From an optimization exercise on the open Yosys and OpenROAD flow, aimed at small area, a short achievable clock period and few clock cycles per item; shortcuts taken in it are not production practice.
Function was checked by simulation only, so behaviour that the tests miss may differ from the original.
Power is estimated from default activity; no workload was simulated.

==> run E <==
==> flow/design.v (excerpt) <==
module qkv_top #(
	parameter int num_proj = 3
) (
	input  logic        clk,
	input  logic        reset_n,
	input  logic        dut_valid,
	output logic        dut_ready,
	output logic [15:0] input_read_address,
	input  logic [31:0] input_read_data,
	output logic [15:0] weight_read_address,
	input  logic [31:0] weight_read_data,
	output logic        result_write_enable,
	output logic [15:0] result_write_address,
	output logic [31:0] result_write_data
);
==> flow/config.mk <==
export PLATFORM = sky130hd
export DESIGN_NAME = qkv_top
export DESIGN_NICKNAME = qkv_top
export VERILOG_FILES = /design/flow/design.v
export SDC_FILE = /design/flow/constraint.sdc
export NUM_CORES = 4
export LEC_CHECK = 0
export CAP_MARGIN = 20
export CORE_MARGIN = 2
export CORE_UTILIZATION = 40
export SLEW_MARGIN = 20
export SETUP_SLACK_MARGIN = 6
==> flow/constraint.sdc <==
create_clock -name core_clock -period 9.0 [get_ports {clk}]
set_input_delay 1.8000 -clock core_clock [delete_from_list [all_inputs] [get_ports {clk}]]
set_output_delay 1.8000 -clock core_clock [all_outputs]
set_load 0.01 [all_outputs]
standard.sh (not shown) runs the stock make flow with config.mk's settings and CLKGATE_MAP_FILE= SYNTH_SCRIPT=/design/flow/synth_recipe.tcl, a recipe that flattens the netlist after the stock synthesis.
==> flow/flow/run.sh <==
#!/bin/bash
set -e
cp standard.sh standard_copy.txt
cat config.mk > config_before.txt
MARGIN=$(cat flow/margin.txt)
echo "export SETUP_SLACK_MARGIN = $MARGIN" >> config.mk
bash standard.sh > standard.log 2>&1
==> flow/flow/margin.txt <==
6
==> inputs of run C, as changes to run E <==
==> flow/run.sh (new file) <==
#!/bin/bash
# synth_recipe.tcl (not shown) runs the flow's synth.tcl, then flattens the netlist and writes it again
# the make line also repeats each setting of config.mk as NAME=value (left out here)
make -C /OpenROAD-flow-scripts/flow DESIGN_CONFIG=/design/flow/config.mk WORK_HOME=/design/flow/orfs CLKGATE_MAP_FILE= SYNTH_SCRIPT=/design/flow/synth_recipe.tcl finish
--- a/flow/config.mk
+++ b/flow/config.mk
@@ -11,2 +11 @@
 export SLEW_MARGIN = 20
-export SETUP_SLACK_MARGIN = 6
removed: flow/flow/run.sh
removed: flow/flow/margin.txt
removed: flow/standard.sh
==> results_dict.tcl <==
set metrics [dict create \
    final_cells 4051 \
    n_all_buffers 264 \
    seq_power_mw 3.25 \
    pg_comb_mw 4.92 \
    clk_share 0.0587 \
    fin_util 0.484 \
    max_stage_delay_ns 0.56 \
    powerDensity_nw_per_um2 301 \
    status "complete, no violations" \
    seq_power_share 0.305 \
]
-- figures above: run E

==> results_dict.tcl <==
set metrics [dict create \
    worst_pin_slew_ns 1.08 \
    powerDensity_nw_per_um2 311 \
    status "complete, no violations" \
    die_width_um 276 \
    fin_util 0.464 \
    max_stage_delay_ns 0.74 \
    seq_power_mw 3.27 \
    pg_comb_mw 4.73 \
    final_cells 3967 \
    seq_power_share 0.310 \
]
-- figures above: run C

Testbench counts of run E, summed over its fixed seeds: cycles 54,315, macs 53,547.
Testbench counts of run C, summed over its fixed seeds: cycles 54,315, macs 53,547.

* * *

==> run a: inputs <==
qkv_top, a different RTL version from the one above (not shown whole).
export LEC_CHECK = 0
export CAP_MARGIN = 20
export CORE_MARGIN = 2
export CORE_UTILIZATION = 40
export SLEW_MARGIN = 20
export SYNTH_HIERARCHICAL = 1
export SYNTH_MINIMUM_KEEP_SIZE = 0
export SETUP_SLACK_MARGIN = 6
create_clock -name core_clock -period 9.0 [get_ports {clk}]
==> flow/flow/run.sh <==
#!/bin/bash
set -e
MARGIN=6
echo "export SETUP_SLACK_MARGIN = $MARGIN" >> config.mk
bash standard.sh > standard.log 2>&1
==> run b (differences from run a) <==
==> flow/flow/run.sh (replaced) <==
#!/bin/bash
set -e
MARGIN=6.25
echo "export SETUP_SLACK_MARGIN = $MARGIN" >> config.mk
bash standard.sh > standard.log 2>&1
SETUP_SLACK_MARGIN = 6.25   (was 6)
==> summary.txt <==
|  | run a | run b |
|---|---|---|
| Outcome | finished clean | finished clean |
| Area of combinational cells with multiple inputs | 17700 µm² | 18000 µm² |
| Worst hold endpoint | u_qkv_ctrl.first_s2$_DFF_P_ | u_qkv_ctrl.first_s3$_DFF_P_ |
| Count of instances resized after the clock tree is built | 396 | 623 |
| Worst path required time | 9500 ps | 7200 ps |
| Layout Nets | 3283 | 3328 |
| Critical-path top delay cell | fa_1 | dfxtp_4 |
| Fillcell total | 6770 | 6597 |
| Critical path data arrival time | 3500 ps | 1160 ps |
| Vias per cell | 5.60 | 5.69 |
| Clk. pwr | 2490 µW | 2480 µW |
| Final weighted congestion of routability-driven global placement | 0.909 | 0.897 |
| Critical path depth | 9 | 1 |
| Final Routed Wirelength | 85300 µm | 90200 µm |
| Core Util, Final | 46.5% | 48.8% |
| Total GRT Usage | 21.7% | 22.7% |
| Wire length of the first global-routing pass | 132000 µm | 137000 µm |
| IR Drop Worst-Case VDD | 144 µV | 161 µV |
| Setup repair bufs after CTS | 33 | 51 |
| F_max | 333 MHz | 338 MHz |
| Slowest Stage Delay on Critical Path | 460 ps | 370 ps |
| Vias after detailed routing | 21.8k | 22.4k |
| Layout clock buffer count | 74 | 80 |
| Critical path origin | u_mac_unit.b_two[2]$_DFF_P_ | u_operand_fetch.weight_read_address[2]$_SDFF_PP0_ |
| Worst hold slack | 326 ps | 325 ps |
Testbench counts of run a, summed over its fixed seeds: cycles 54,315, macs 53,547.
Testbench counts of run b, summed over its fixed seeds: cycles 54,315, macs 53,547.

* * *

==> wip/quartz <==
qkv_top again, from the RTL that the note above started with.
clock: 9.0 ns
lec_check: 0
cap_margin: 20
core_margin: 2
core_utilization: 40
cts_buf_list: sky130_fd_sc_hd__clkbuf_4
slew_margin: 20
synth_hierarchical: 1
synth_minimum_keep_size: 0
setup_slack_margin: 6
==> flow/flow/run.sh <==
#!/bin/bash
set -e
MARGIN=6
echo "export SETUP_SLACK_MARGIN = $MARGIN" >> config.mk
bash standard.sh > standard.log 2>&1
==> wip/yarrow: changes against wip/quartz <==
- CTS_BUF_LIST: sky130_fd_sc_hd__clkbuf_4 -> sky130_fd_sc_hd__clkbuf_8
==> qor summary <==
quantity                                                                               wip/yarrow                 wip/quartz
Max-slew headroom at the worst pin                                                          34.0%                      32.7%
Worst setup path category                                                            flop to flop         flop to output pin
Clock buffer count                                                                            107                        205
Number of cells traversed by the worst register-to-register path                                8                          7
P_clk                                                                                   0.00228 W                  0.00212 W
Antenna cell count                                                                              3                          4
Hold Path Origin                                                              u_qkv_ctrl.first_s1        u_qkv_ctrl.first_s2
Power per cell area                                                                    296 nW/um2                 290 nW/um2
Net switching power of the design                                                       0.00385 W                  0.00385 W
Max Clock Skew                                                                          0.0418 ns                  0.0962 ns
Layout area overhead                                                                        15.5%                      16.5%
Seq group                                                                               0.00344 W                  0.00346 W
Logic depth of the worst setup path including buffers                                           8                          1
Buffers outside the clock class                                                               238                        244
Slowest cell delay on critical path                                                       0.68 ns                    0.40 ns
Run status                                                               timing/DRC/antenna clean   timing/DRC/antenna clean
Fill cells                                                                                   6815                       6810
Required time of the critical path                                                        9.56 ns                    7.20 ns
Root Driver                                                             sky130_fd_sc_hd__clkbuf_8  sky130_fd_sc_hd__clkbuf_4
Leakage Power                                                                             13.2 nW                    13.3 nW
GRT Util Overall                                                                            21.9%                      22.1%
Internal power consumption                                                              0.00649 W                  0.00638 W
Hold path endpoint                                                            u_qkv_ctrl.first_s2        u_qkv_ctrl.first_s3
Count of routing violations after the opening detailed-route iteration                       1775                       1802
Utilization after layout                                                                    46.8%                      47.2%
Testbench counts of wip/quartz, summed over its fixed seeds: cycles 54,315, macs 53,547.
Testbench counts of wip/yarrow, summed over its fixed seeds: cycles 54,315, macs 53,547.

port drivers added, routing unchanged:
How much do the figures lean on ideal ports? The routed layouts below were timed once more, with nothing changed but the port constraints.
Step 1, drivers: a clkbuf_16 drives clk and a buf_2 each remaining input, both assumed.
Step 2 moves the port delays by t, midway between the first and last clock arrival at a register: inputs arrive t later, outputs are due t later. That takes back most of the time a late clock gives input paths.
a / b / c = ideal / step 1 / step 2; a / b = the first two.
| run | t (ns) | slack for setup (ns) | slew at the worst register clock pin (ns) | worst data-port slew with drivers (ns) |
|---|---|---|---|---|
| run E | 0.688 | 5.883 / 5.883 / 5.883 | 0.07 / 0.07 | 0.11 |
| run C | 0.702 | 5.158 / 5.158 / 5.158 | 0.07 / 0.07 | 0.12 |
| run a | 0.690 | 5.997 / 5.985 / 5.459 | 0.07 / 0.07 | 0.07 |
| run b | 0.711 | 6.041 / 5.974 / 5.626 | 0.06 / 0.06 | 0.08 |
| wip/quartz | 1.014 | 5.700 / 5.634 / 5.438 | 0.07 / 0.07 | 0.08 |
| wip/yarrow | 0.753 | 5.951 / 5.921 / 5.468 | 0.07 / 0.07 | 0.08 |
After both steps every run listed still meets setup and hold. The setup slack of run a, which loses most, moves by -0.012 ns with the drivers and by -0.538 ns with both steps.
